From an optimization exercise on the open Yosys and OpenROAD flow, aimed at small area; shortcuts taken in it are not production practice. The RTL was checked by simulation tests, not by an equivalence proof against the original design. No activity file was given, so power comes from the tool's default toggle rates.

## v45
==> flow/design.v (excerpt) <==
module residual_add_pack #(
    parameter int DATA_WIDTH = 16,
    parameter int SEQ_LEN    = 8,
    parameter int EMB_DIM    = 8
) (
    input  logic                                      clk,
    input  logic                                      rst_n,
    input  logic                                      in_valid,
    output logic                                      in_ready,
    input  logic [DATA_WIDTH-1:0]                     in_a,
    input  logic [DATA_WIDTH-1:0]                     in_b,
    input  logic                                      in_last,
    output logic [DATA_WIDTH*SEQ_LEN*EMB_DIM-1:0]     x_out,
    output logic                                      ln_start,
    input  logic                                      ln_done,
    output logic                                      frame_err,
    output logic [$clog2(SEQ_LEN*EMB_DIM):0]          ovf_cnt
);
==> flow/config.mk <==
export PLATFORM = sky130hd
export DESIGN_NAME = residual_add_pack
export DESIGN_NICKNAME = residual_add_pack
export VERILOG_FILES = /design/flow/design.v
export SDC_FILE = /design/flow/constraint.sdc
export NUM_CORES = 4
export LEC_CHECK = 0
export CAP_MARGIN = 5
export CORE_AREA = 5 5 225 225
export DIE_AREA = 0 0 230 230
export PLACE_DENSITY = 0.8
export SLEW_MARGIN = 5
==> flow/constraint.sdc <==
create_clock -name core_clock -period 4.0 [get_ports {clk}]
set_input_delay 0.8000 -clock core_clock [delete_from_list [all_inputs] [get_ports {clk}]]
set_output_delay 0.8000 -clock core_clock [all_outputs]
set_load 0.01 [all_outputs]
standard.sh (not shown) runs the stock make flow with config.mk's settings and CLKGATE_MAP_FILE= SYNTH_SCRIPT=/design/flow/synth_recipe.tcl, a recipe that flattens the netlist after the stock synthesis.
==> flow/flow/run.sh <==
#!/bin/bash
# Standard ORFS layout, with the port buffers made from the smallest buffer cell and a
# clock tree built from small clock buffers. Each tool's log stays under orfs/logs.
set -euo pipefail
export BUFFER_PORTS_ARGS="-buffer_cell sky130_fd_sc_hd__buf_1"
export PLACE_PINS_ARGS="-min_distance 1 -min_distance_in_tracks"
export CTS_ARGS="-sink_clustering_enable -repair_clock_nets -dont_use_dummy_load -buf_list {sky130_fd_sc_hd__clkbuf_4 sky130_fd_sc_hd__clkbuf_8} -sink_clustering_size 18 -sink_clustering_max_diameter 60"
bash standard.sh > make.log 2>&1
The inputs of v37 differ from those of v45 as listed below.
Settings: CORE_AREA now 5 5 375 375, was 5 5 225 225; CAP_MARGIN now 20, was 5; SLEW_MARGIN now 20, was 5; DIE_AREA now 0 0 380 380, was 0 0 230 230; PLACE_DENSITY no longer set, was 0.8.
==> flow/run.sh (new file) <==
#!/bin/bash
# synth_recipe.tcl (not shown) runs the flow's synth.tcl, then flattens the netlist and writes it again
# the make line also repeats each setting of config.mk as NAME=value (left out here)
make -C /OpenROAD-flow-scripts/flow DESIGN_CONFIG=/design/flow/config.mk WORK_HOME=/design/flow/orfs CLKGATE_MAP_FILE= SYNTH_SCRIPT=/design/flow/synth_recipe.tcl finish
removed: flow/flow/run.sh
removed: flow/standard.sh
[summary]
Compared with v45, placement density in the core of v37 is lower. Summary — post-route worst setup slack, v37 relative to v45: higher, by 0.043 ns. Max post-layout instance count excluding filler cells across v37 and v45: v37. As far as flip-flop and latch count goes, v37 and v45 are indistinguishable; the numbers are identical. Looking at post-route cell area across both flows, v37 is the weaker of the two, with v45 ahead. Fmax | v37 vs v45 | v37 faster. On total design power, the higher figure sits with v37, not v45. v37: shortest period the worst path allows is 0.043 ns lower than what v45 reported.
Changes in v36 relative to v37:
Settings: a change of CORE_AREA from 5 5 375 375 to 5 5 255 255; an added PLACE_DENSITY of 0.7; a change of DIE_AREA from 0 0 380 380 to 0 0 260 260.
==> flow/flow/run.sh (new file) <==
#!/bin/bash
# Standard ORFS layout, with the port buffers made from the smallest buffer cell and a
# clock tree built from small clock buffers. Each tool's log stays under orfs/logs.
set -euo pipefail
export BUFFER_PORTS_ARGS="-buffer_cell sky130_fd_sc_hd__buf_1"
export CTS_ARGS="-sink_clustering_enable -repair_clock_nets -dont_use_dummy_load -buf_list {sky130_fd_sc_hd__clkbuf_4 sky130_fd_sc_hd__clkbuf_8} -sink_clustering_size 24 -sink_clustering_max_diameter 60"
bash standard.sh > make.log 2>&1
==> flow/standard.sh (new file) <==
#!/bin/bash
# synth_recipe.tcl (not shown) runs the flow's synth.tcl, then flattens the netlist and writes it again
# the make line also repeats each setting of config.mk as NAME=value (left out here)
make -C /OpenROAD-flow-scripts/flow DESIGN_CONFIG=/design/flow/config.mk WORK_HOME=/design/flow/orfs CLKGATE_MAP_FILE= SYNTH_SCRIPT=/design/flow/synth_recipe.tcl "${@:-finish}"
removed: flow/run.sh
Notes after the runs:
- v36 vs. v37: effective utilization at floorplan went up by 29 points.
- v36 failed in 3_2_place_iop with PPL-0024.
- Comparing width of the die for v36 and v37, the bigger number came from v37.
- Synthesized area of v36 is on par with v37.
- The compound-cell area share of the yosys netlist was comparable across v36 and v37.
--- input diff v36..v3 ---
Settings: a change of CORE_AREA from 5 5 255 255 to 5 5 225 225; a change of DIE_AREA from 0 0 260 260 to 0 0 230 230; a change of PLACE_DENSITY from 0.7 to 0.8.
-- flow/flow/run.sh --
<<< v36, line 6
export CTS_ARGS="-sink_clustering_enable -repair_clock_nets -dont_use_dummy_load -buf_list {sky130_fd_sc_hd__clkbuf_4 sky130_fd_sc_hd__clkbuf_8} -sink_clustering_size 24 -sink_clustering_max_diameter 60"
>>> v3, line 6
export PLACE_PINS_ARGS="-min_distance 1 -min_distance_in_tracks"
export CTS_ARGS="-sink_clustering_enable -repair_clock_nets -dont_use_dummy_load -buf_list {sky130_fd_sc_hd__clkbuf_4} -sink_clustering_size 10 -sink_clustering_max_diameter 60"
Notes after the runs:
v3 | stages: all done | timing, DRC, antenna: all pass. v36 did not finish; a tool error ended it in 3_2_place_iop. Summary of v3 over v36: count of cell types in the netlist now sits at about the same level, proportion of synthesized flip-flops having asynchronous set or reset flat, mean instance size in the synthesized netlist ~0 delta. There was hardly any difference in flip-flop and latch count after synthesis between v36 and v3. Post-synthesis instance area came out exactly the same in v3 and v36. Compared v36 against v3; post-synthesis sequential area ratio within noise. v36 -> v3: share of cell area taken by muxes after synthesis delta 0, exact match. Sort v3 and v36 by starting density of the core asc -> top: v36. v36 → v3: site row count moved down; die width moved down; die height moved down.

==> re-timing with driven ports <==
How much do the figures lean on ideal ports? The routed layouts below were timed once more, with nothing changed but the port constraints.
Step 1 assumes that a clkbuf_16 drives the clock port and a buf_2 every other input.
Step 2, shift: input delay + t, output delay - t, t = (earliest + latest rising clock arrival at the registers) / 2. This alone moves slack from input paths to output paths.
Three values: ideal, step 1, step 2; two values: the first two.
run	t, ns	setup slack, ns	clock arrival spread, ns	worst slew at a driven data input, ns
v45	0.706	0.872 / 0.857 / 0.151	0.072 / 0.072	0.12
v37	0.744	0.915 / 0.946 / 0.202	0.040 / 0.039	0.14
v3	0.893	1.078 / 1.053 / 0.159	0.116 / 0.117	0.13
After both steps every run listed still meets setup and hold. For v3, which loses most, drivers alone change the setup slack by -0.025 ns; drivers and shift together by -0.919 ns.
